From an optimization exercise on the open Yosys and OpenROAD flow, aimed at small area, a short achievable clock period and few clock cycles; shortcuts taken in it are not production practice. Function was checked by simulation only, so behaviour that the tests miss may differ from the original. No activity file was given, so power comes from the tool's default toggle rates.

## before
Design delimited_field_extract_check, start of the top module:
module delimited_field_extract_check (
    input  logic                               clk,
    input  logic                               rst_n,
    input  logic                               cfg_we,
    input  logic [dfec_pkg::CFG_INDEX_W-1:0]   cfg_index,
    input  logic [dfec_pkg::CFG_DATA_W-1:0]    cfg_wdata,
    input  logic                               data_valid,
    output logic                               data_ready,
    input  logic [7:0]                         data_data_byte,
    input  logic                               data_end_of_buffer,
    output logic                               result_valid,
    input  logic                               result_ready,
    output logic                               result_is_summary,
    output logic [7:0]                         result_field_char,
    output logic [7:0]                         result_field_length,
    output logic                               result_overflow,
    output logic                               result_number_valid,
    output logic                               result_in_range
);
Size in the first run: about 1300 cells after synthesis, ~230 flip-flops.
==> module dfec_parse, before the edit <==
module dfec_parse (
    input  logic              clk,
    input  logic              rst_n,
    input  logic [7:0]        sep,
    input  logic [7:0]        term,
    input  logic [15:0]       fsel,
    input  logic [7:0]        lm1,
    input  logic              dec,
    input  logic [31:0]       rmin,
    input  logic [31:0]       rmax,
    input  logic              zero_in,
    input  logic              en,
    input  logic              data_valid,
    input  logic [7:0]        data_data_byte,
    input  logic              data_end_of_buffer,
    output logic              push_char,
    output logic              push_sum,
    output logic [7:0]        push_byte,
    output logic [7:0]        sum_len,
    output logic              sum_ovf,
    output logic              sum_nv,
    output logic              sum_ir,
    output logic              nxt_char,
    output logic              nxt_sum
);
    logic        vld_r;
    logic [7:0]  byte_r;
    logic        eob_r;
    logic        fresh_r;
    logic        done_r;
    logic [15:0] seps_r;
    logic [7:0]  chars_r;
    logic        ok_r, point_r, neg_r, nul_r, sat_r;
    logic [31:0] mag_r;
    logic        s_char_r, s_sum_r;
    logic [7:0]  s_byte_r;
    logic        proc;
    logic        done_e;
    logic [15:0] seps_e;
    logic [7:0]  chars_e;
    logic        ok_e, point_e, neg_e, nul_e, sat_e;
    logic        is_sep, is_term, active, is_char, at_lim, pos0;
    logic        is_digit, live, dig_upd;
    logic [31:0] acc;
    logic        mag_big;
    logic        char_n, sum_n, restart;
    logic        done_n;
    logic [15:0] seps_n;
    logic [7:0]  chars_n;
    logic        ok_n, point_n, neg_n, nul_n, sat_n;
    logic [31:0] mag_n;
    always_ff @(posedge clk or negedge rst_n)
    begin
        if (!rst_n)
            vld_r <= 1'b0;
        else if (en)
            vld_r <= data_valid;
    end
    always_ff @(posedge clk)
    begin
        if (en)
        begin
            byte_r <= data_data_byte;
            eob_r  <= data_end_of_buffer;
        end
    end
    always_comb
    begin
        proc    = en && vld_r;
        done_e  = !fresh_r && done_r;
        seps_e  = fresh_r ? 16'd0 : seps_r;
        chars_e = fresh_r ? 8'd0 : chars_r;
        ok_e    = fresh_r || ok_r;
        point_e = !fresh_r && point_r;
        neg_e   = !fresh_r && neg_r;
        nul_e   = !fresh_r && nul_r;
        sat_e   = !fresh_r && sat_r;
        is_sep  = byte_r == sep;
        is_term = byte_r == term;
        active  = fresh_r ? (fsel == 16'd0) : (!done_r && seps_r == fsel);
        at_lim  = fresh_r ? (lm1 == 8'd0) : (chars_r >= lm1);
        pos0    = fresh_r || chars_r == 8'd0;
        is_char = !done_e && !is_sep && !is_term && active;
        char_n  = is_char;
        if (done_e)
            sum_n = 1'b0;
        else if (is_sep)
            sum_n = active || eob_r;
        else if (is_term)
            sum_n = 1'b1;
        else if (active)
            sum_n = at_lim || eob_r;
        else
            sum_n = eob_r;
        restart = (is_term && (done_e || !is_sep)) || eob_r;
        is_digit = byte_r >= 8'h30 && byte_r <= 8'h39;
        live     = is_char && ok_e && !nul_e;
        dig_upd  = live && is_digit && !point_e;
        acc      = (mag_r << 3) + (mag_r << 1) + {28'd0, byte_r[3:0]};
        mag_big  = (mag_r > dfec_pkg::MAG_TENTH)
                   || (mag_r == dfec_pkg::MAG_TENTH && byte_r[3:0] >= 4'd6);
        ok_n    = ok_e;
        point_n = point_e;
        neg_n   = neg_e;
        nul_n   = nul_e;
        sat_n   = sat_e;
        if (fresh_r)
            mag_n = dig_upd ? {28'd0, byte_r[3:0]} : 32'd0;
        else
            mag_n = dig_upd ? acc : mag_r;
        if (dig_upd && !fresh_r && mag_big)
            sat_n = 1'b1;
        if (live && !is_digit)
        begin
            if (byte_r == dfec_pkg::CHAR_PLUS || byte_r == dfec_pkg::CHAR_MINUS)
            begin
                if (!pos0)
                    ok_n = 1'b0;
                else
                    neg_n = byte_r == dfec_pkg::CHAR_MINUS;
            end
            else if (byte_r == dfec_pkg::CHAR_POINT)
            begin
                if (!dec || pos0 || point_e)
                    ok_n = 1'b0;
                else
                    point_n = 1'b1;
            end
            else if (byte_r == dfec_pkg::CHAR_NUL)
                nul_n = 1'b1;
            else
                ok_n = 1'b0;
        end
        seps_n  = seps_e;
        chars_n = chars_e;
        done_n  = done_e;
        if (!done_e)
        begin
            if (is_sep)
            begin
                if (seps_e != 16'hFFFF)
                    seps_n = seps_e + 16'd1;
                if (active)
                    done_n = 1'b1;
            end
            else if (is_char)
            begin
                chars_n = chars_e + 8'd1;
                if (at_lim)
                    done_n = 1'b1;
            end
        end
        nxt_char = en ? (vld_r && char_n) : s_char_r;
        nxt_sum  = en ? (vld_r && sum_n) : s_sum_r;
    end
    always_ff @(posedge clk or negedge rst_n)
    begin
        if (!rst_n)
            fresh_r <= 1'b1;
        else if (proc)
            fresh_r <= restart;
    end
    always_ff @(posedge clk)
    begin
        if (proc)
        begin
            done_r  <= done_n;
            seps_r  <= seps_n;
            chars_r <= chars_n;
            ok_r    <= ok_n;
            point_r <= point_n;
            neg_r   <= neg_n;
            nul_r   <= nul_n;
            sat_r   <= sat_n;
            mag_r   <= mag_n;
        end
    end
    always_ff @(posedge clk or negedge rst_n)
    begin
        if (!rst_n)
        begin
            s_char_r <= 1'b0;
            s_sum_r  <= 1'b0;
        end
        else
        begin
            s_char_r <= nxt_char;
            s_sum_r  <= nxt_sum;
        end
    end
    always_ff @(posedge clk)
    begin
        if (en)
            s_byte_r <= byte_r;
    end
    logic        ovf;
    logic [33:0] x;
    logic [34:0] d_lo, d_hi;
    logic        lo_ok, hi_ok;
    always_comb
    begin
        ovf = chars_r > lm1;
        x    = neg_r ? ~{2'b00, mag_r} : {2'b00, mag_r};
        d_lo = {x[33], x} + {{3{~rmin[31]}}, ~rmin} + {33'd0, neg_r, !neg_r};
        d_hi = {{3{rmax[31]}}, rmax} + {~x[33], ~x} + {34'd0, !neg_r};
        lo_ok = !d_lo[34];
        hi_ok = !d_hi[34];
        push_char = en && s_char_r;
        push_sum  = en && s_sum_r;
        push_byte = s_byte_r;
        sum_len   = ovf ? 8'd0 : chars_r;
        sum_ovf   = ovf;
        sum_nv    = ovf || ok_r;
        sum_ir    = ovf ? zero_in : (!dec && ok_r && !sat_r && lo_ok && hi_ok);
    end
endmodule
make LEC_CHECK=0 CAP_MARGIN=20 CORE_MARGIN=2 CORE_UTILIZATION=40 SETUP_SLACK_MARGIN=5 SLEW_MARGIN=20 finish   # period 8.5 ns
run.sh (not shown) runs the stock make flow with config.mk's settings and CLKGATE_MAP_FILE= SYNTH_SCRIPT=/design/flow/synth_recipe.tcl, a recipe that flattens the netlist after the stock synthesis.
Testbench counts of before, summed over its fixed seeds: cycles 12,073.
Relative to before, the following input files were edited for after:
--- a/flow/design.v
+++ b/flow/design.v
@@ -18,6 +18,31 @@
     localparam logic [7:0]  CHAR_NUL   = 8'h00;
     localparam logic [31:0] MAG_TENTH = 32'h1999_9999;
 endpackage
+module dfec_add #(parameter int N = 32) (
+    input  logic [N-1:0] a,
+    input  logic [N-1:0] b,
+    input  logic         cin,
+    output logic [N-1:0] s
+);
+    logic [N-1:0] g, p, h;
+    always_comb
+    begin
+        g    = a & b;
+        p    = a ^ b;
+        h    = p;
+        g[0] = g[0] | (p[0] & cin);
+        for (int d = 1; d < N; d = d * 2)
+            for (int i = 0; i < N; i++)
+                if ((i / d) % 2 == 1)
+                begin
+                    g[i] = g[i] | (p[i] & g[(i / d) * d - 1]);
+                    p[i] = p[i] & p[(i / d) * d - 1];
+                end
+        s[0] = h[0] ^ cin;
+        for (int i = 1; i < N; i++)
+            s[i] = h[i] ^ g[i - 1];
+    end
+endmodule
 module dfec_cfg (
     input  logic                               clk,
     input  logic                               rst_n,
@@ -104,7 +129,7 @@
     logic        ok_e, point_e, neg_e, nul_e, sat_e;
     logic        is_sep, is_term, active, is_char, at_lim, pos0;
     logic        is_digit, live, dig_upd;
-    logic [31:0] acc;
+    logic [31:0] acc, acc_a, acc_b;
     logic        mag_big;
     logic        char_n, sum_n, restart;
     logic        done_n;
@@ -159,7 +184,6 @@
         is_digit = byte_r >= 8'h30 && byte_r <= 8'h39;
         live     = is_char && ok_e && !nul_e;
         dig_upd  = live && is_digit && !point_e;
-        acc      = (mag_r << 3) + (mag_r << 1) + {28'd0, byte_r[3:0]};
         mag_big  = (mag_r > dfec_pkg::MAG_TENTH)
                    || (mag_r == dfec_pkg::MAG_TENTH && byte_r[3:0] >= 4'd6);
         ok_n    = ok_e;
@@ -216,6 +240,14 @@
         nxt_char = en ? (vld_r && char_n) : s_char_r;
         nxt_sum  = en ? (vld_r && sum_n) : s_sum_r;
     end
+    assign acc_a = {mag_r[28:0], byte_r[3] ? 3'b111 : byte_r[2:0]};
+    assign acc_b = {mag_r[30:0], byte_r[3] & byte_r[0]};
+    dfec_add #(32) u_acc (
+        .a   (acc_a),
+        .b   (acc_b),
+        .cin (byte_r[3]),
+        .s   (acc)
+    );
     always_ff @(posedge clk or negedge rst_n)
     begin
         if (!rst_n)
Notes after the runs:
Changes observed in after relative to before: share of final-layout standard cells stronger than drive strength 1 lower; cell count of the worst reg-to-reg path decreased 1; clock skew climbed 4.5 ps; synthesized area per cell went up 0.12 um2; die area fell by 3.4%.
Synthesized cell count: after lower than before
After detailed routing, before needs more wire than after.
On setup slack, before loses to after.
Looking at ratio of total power to cell area, after sits above before.
Sequential share of layout area ended up 1.7 points higher on after than on before.
Taking before as the reference point, the fraction of synthesized cell area in xor and xnor cells of after falls by 0.39 points.
Summary — total of clock buffers placed in the layout, after relative to before: lower, by about 8%.
Testbench counts of after, summed over its fixed seeds: cycles 12,073.

* * *

delimited_field_extract_check, a different RTL version from the one above (not shown whole).
For scale: about 71 I/O pins.
==> module dfec_out_buf, before the edit <==
module dfec_out_buf (
    input  logic              clk,
    input  logic              rst_n,
    input  logic              push_char,
    input  logic              push_sum,
    input  logic [7:0]        push_byte,
    input  logic [7:0]        sum_len,
    input  logic              sum_ovf,
    input  logic              sum_nv,
    input  logic              sum_ir,
    input  logic              nxt_char,
    input  logic              nxt_sum,
    output logic              en,
    output logic              data_ready,
    output logic              result_valid,
    input  logic              result_ready,
    output logic              result_is_summary,
    output logic [7:0]        result_field_char,
    output logic [7:0]        result_field_length,
    output logic              result_overflow,
    output logic              result_number_valid,
    output logic              result_in_range
);
    logic        ov_r, ov_o, en_o;
    logic [11:0] out_r;
    logic        s1v_r;
    logic [11:0] s1_r;
    logic [11:0] c_first, c_sum;
    logic        pop, ov_n, s1v_n;
    logic [11:0] out_n;
    logic [11:0] s1_n;
    logic        k0, k1, k2, h0, h1, h2, c0, c1, c2;
    logic        en_pop, en_hold, en_n;
    always_comb
    begin
        c_sum   = {1'b1, sum_len, sum_ovf, sum_nv, sum_ir};
        c_first = push_char ? {1'b0, push_byte, 3'b000} : c_sum;
        pop = ov_r && result_ready;
        if (pop)
        begin
            ov_n  = s1v_r || push_char || push_sum;
            out_n = s1v_r ? s1_r : c_first;
            s1v_n = (s1v_r && (push_char || push_sum)) || (push_char && push_sum);
            s1_n  = s1v_r ? c_first : c_sum;
        end
        else
        begin
            ov_n  = ov_r || push_char || push_sum;
            out_n = ov_r ? out_r : c_first;
            s1v_n = s1v_r || (ov_r && (push_char || push_sum)) || (push_char && push_sum);
            s1_n  = s1v_r ? s1_r : (ov_r ? c_first : c_sum);
        end
        k0 = !s1v_r && !push_char && !push_sum;
        k1 = (s1v_r ^ push_char ^ push_sum) && !(s1v_r && push_char && push_sum);
        k2 = !k0 && !k1 && !(s1v_r && push_char && push_sum);
        h0 = !ov_r && k0;
        h1 = ov_r ? k0 : k1;
        h2 = ov_r ? k1 : k2;
        c0 = !nxt_char && !nxt_sum;
        c2 = nxt_char && nxt_sum;
        c1 = !c0 && !c2;
        en_pop  = c0 && (k0 || k1 || k2) || c1 && (k0 || k1) || c2 && k0;
        en_hold = c0 && (h0 || h1 || h2) || c1 && (h0 || h1) || c2 && h0;
        en_n    = pop ? en_pop : en_hold;
    end
    always_ff @(posedge clk or negedge rst_n)
    begin
        if (!rst_n)
        begin
            ov_r  <= 1'b0;
            ov_o  <= 1'b0;
            s1v_r <= 1'b0;
            en    <= 1'b1;
            en_o  <= 1'b1;
        end
        else
        begin
            ov_r  <= ov_n;
            ov_o  <= ov_n;
            s1v_r <= s1v_n;
            en    <= en_n;
            en_o  <= en_n;
        end
    end
    always_ff @(posedge clk)
    begin
        out_r <= out_n;
        s1_r  <= s1_n;
    end
    assign data_ready          = en_o;
    assign result_valid        = ov_o;
    assign result_is_summary   = out_r[11];
    assign result_field_char   = out_r[11] ? 8'd0 : out_r[10:3];
    assign result_field_length = out_r[11] ? out_r[10:3] : 8'd0;
    assign result_overflow     = out_r[2];
    assign result_number_valid = out_r[1];
    assign result_in_range     = out_r[0];
endmodule
clock: 8.5 ns
lec_check: 0
abc_area: 1
cap_margin: 20
core_margin: 2
core_utilization: 70
cts_cluster_diameter: 150
cts_cluster_size: 25
setup_slack_margin: 5
slew_margin: 20
standard.sh (not shown) runs the stock make flow with config.mk's settings and CLKGATE_MAP_FILE= SYNTH_SCRIPT=/design/flow/synth_recipe.tcl, a recipe that flattens the netlist after the stock synthesis.
==> flow/flow/run.sh <==
#!/bin/bash
set -euo pipefail
bash standard.sh "BUFFER_PORTS_ARGS=-buffer_cell sky130_fd_sc_hd__buf_2" SETUP_SLACK_MARGIN=5.3 finish > flow_standard.log 2>&1
Testbench counts at the start, summed over its fixed seeds: cycles 12,073.
Next try:
--- a/flow/design.v
+++ b/flow/design.v
@@ -331,35 +331,39 @@
     output logic              result_overflow,
     output logic              result_number_valid,
     output logic              result_in_range
 );
     logic        ov_r, ov_o, en_o;
-    logic [11:0] out_r;
+    logic [19:0] out_r;
     logic        s1v_r;
     logic [11:0] s1_r;
     logic [11:0] c_first, c_sum;
+    logic [19:0] p_first, p_s1;
     logic        pop, ov_n, s1v_n;
-    logic [11:0] out_n;
+    logic [19:0] out_n;
     logic [11:0] s1_n;
     logic        k0, k1, k2, h0, h1, h2, c0, c1, c2;
     logic        en_pop, en_hold, en_n;
     always_comb
     begin
         c_sum   = {1'b1, sum_len, sum_ovf, sum_nv, sum_ir};
         c_first = push_char ? {1'b0, push_byte, 3'b000} : c_sum;
+        p_first = push_char ? {1'b0, push_byte, 8'd0, 3'b000}
+                            : {1'b1, 8'd0, sum_len, sum_ovf, sum_nv, sum_ir};
+        p_s1    = {s1_r[11], s1_r[11] ? 8'd0 : s1_r[10:3], s1_r[11] ? s1_r[10:3] : 8'd0, s1_r[2:0]};
         pop = ov_r && result_ready;
         if (pop)
         begin
             ov_n  = s1v_r || push_char || push_sum;
-            out_n = s1v_r ? s1_r : c_first;
+            out_n = s1v_r ? p_s1 : p_first;
             s1v_n = (s1v_r && (push_char || push_sum)) || (push_char && push_sum);
             s1_n  = s1v_r ? c_first : c_sum;
         end
         else
         begin
             ov_n  = ov_r || push_char || push_sum;
-            out_n = ov_r ? out_r : c_first;
+            out_n = ov_r ? out_r : p_first;
             s1v_n = s1v_r || (ov_r && (push_char || push_sum)) || (push_char && push_sum);
             s1_n  = s1v_r ? s1_r : (ov_r ? c_first : c_sum);
         end
         k0 = !s1v_r && !push_char && !push_sum;
         k1 = (s1v_r ^ push_char ^ push_sum) && !(s1v_r && push_char && push_sum);
@@ -398,13 +402,13 @@
         out_r <= out_n;
         s1_r  <= s1_n;
     end
     assign data_ready          = en_o;
     assign result_valid        = ov_o;
-    assign result_is_summary   = out_r[11];
-    assign result_field_char   = out_r[11] ? 8'd0 : out_r[10:3];
-    assign result_field_length = out_r[11] ? out_r[10:3] : 8'd0;
+    assign result_is_summary   = out_r[19];
+    assign result_field_char   = out_r[18:11];
+    assign result_field_length = out_r[10:3];
     assign result_overflow     = out_r[2];
     assign result_number_valid = out_r[1];
     assign result_in_range     = out_r[0];
 endmodule
 module delimited_field_extract_check (
Effect: The changed run finished clean; first-iteration DRC count falls by a few percent; design area is about the same; via count falls by a few percent; flip-flop and latch count rises by 8; combinational power barely changes; sequential power barely changes; worst hold slack degrades by 0.021 ns; routed wire length falls by a little under a tenth; worst setup slack improves by 0.037 ns; non-clock buffer count rises by 4; clock power falls slightly; fmax rises slightly.
Testbench counts after the change, summed over its fixed seeds: cycles 12,073.

## afterwards: timing with drivers on the ports
Ports are ideal in the flow. The routed layouts listed here were re-timed in OpenROAD. Step 1: set_driving_cell puts a clkbuf_16 on clk and a buf_2 on each other input, an assumption about the parent block. Step 2 times the ports against the registers' clock, not the clock port: input delays grow and output delays shrink by t, the midpoint of the rising clock arrivals with the driver on. Three values: no drivers, after step 1, after step 2; two values: the first two.
run	t (ns)	setup slack, ns	worst hold slack (ns)	cell pins on the clock port's net
before	0.588	4.920 / 4.920 / 4.702	0.478 / 0.478 / 0.478	1
after	0.582	5.109 / 5.059 / 4.623	0.490 / 0.490 / 0.490	1
the first run of note 2	0.536	5.403 / 5.353 / 5.128	0.508 / 0.508 / 0.508	1
the second run of note 2	0.522	5.440 / 5.390 / 4.968	0.487 / 0.487 / 0.487	1
After both steps setup and hold are still met in every run listed. For after, which loses most, drivers alone change the setup slack by -0.050 ns; drivers and shift together by -0.486 ns.
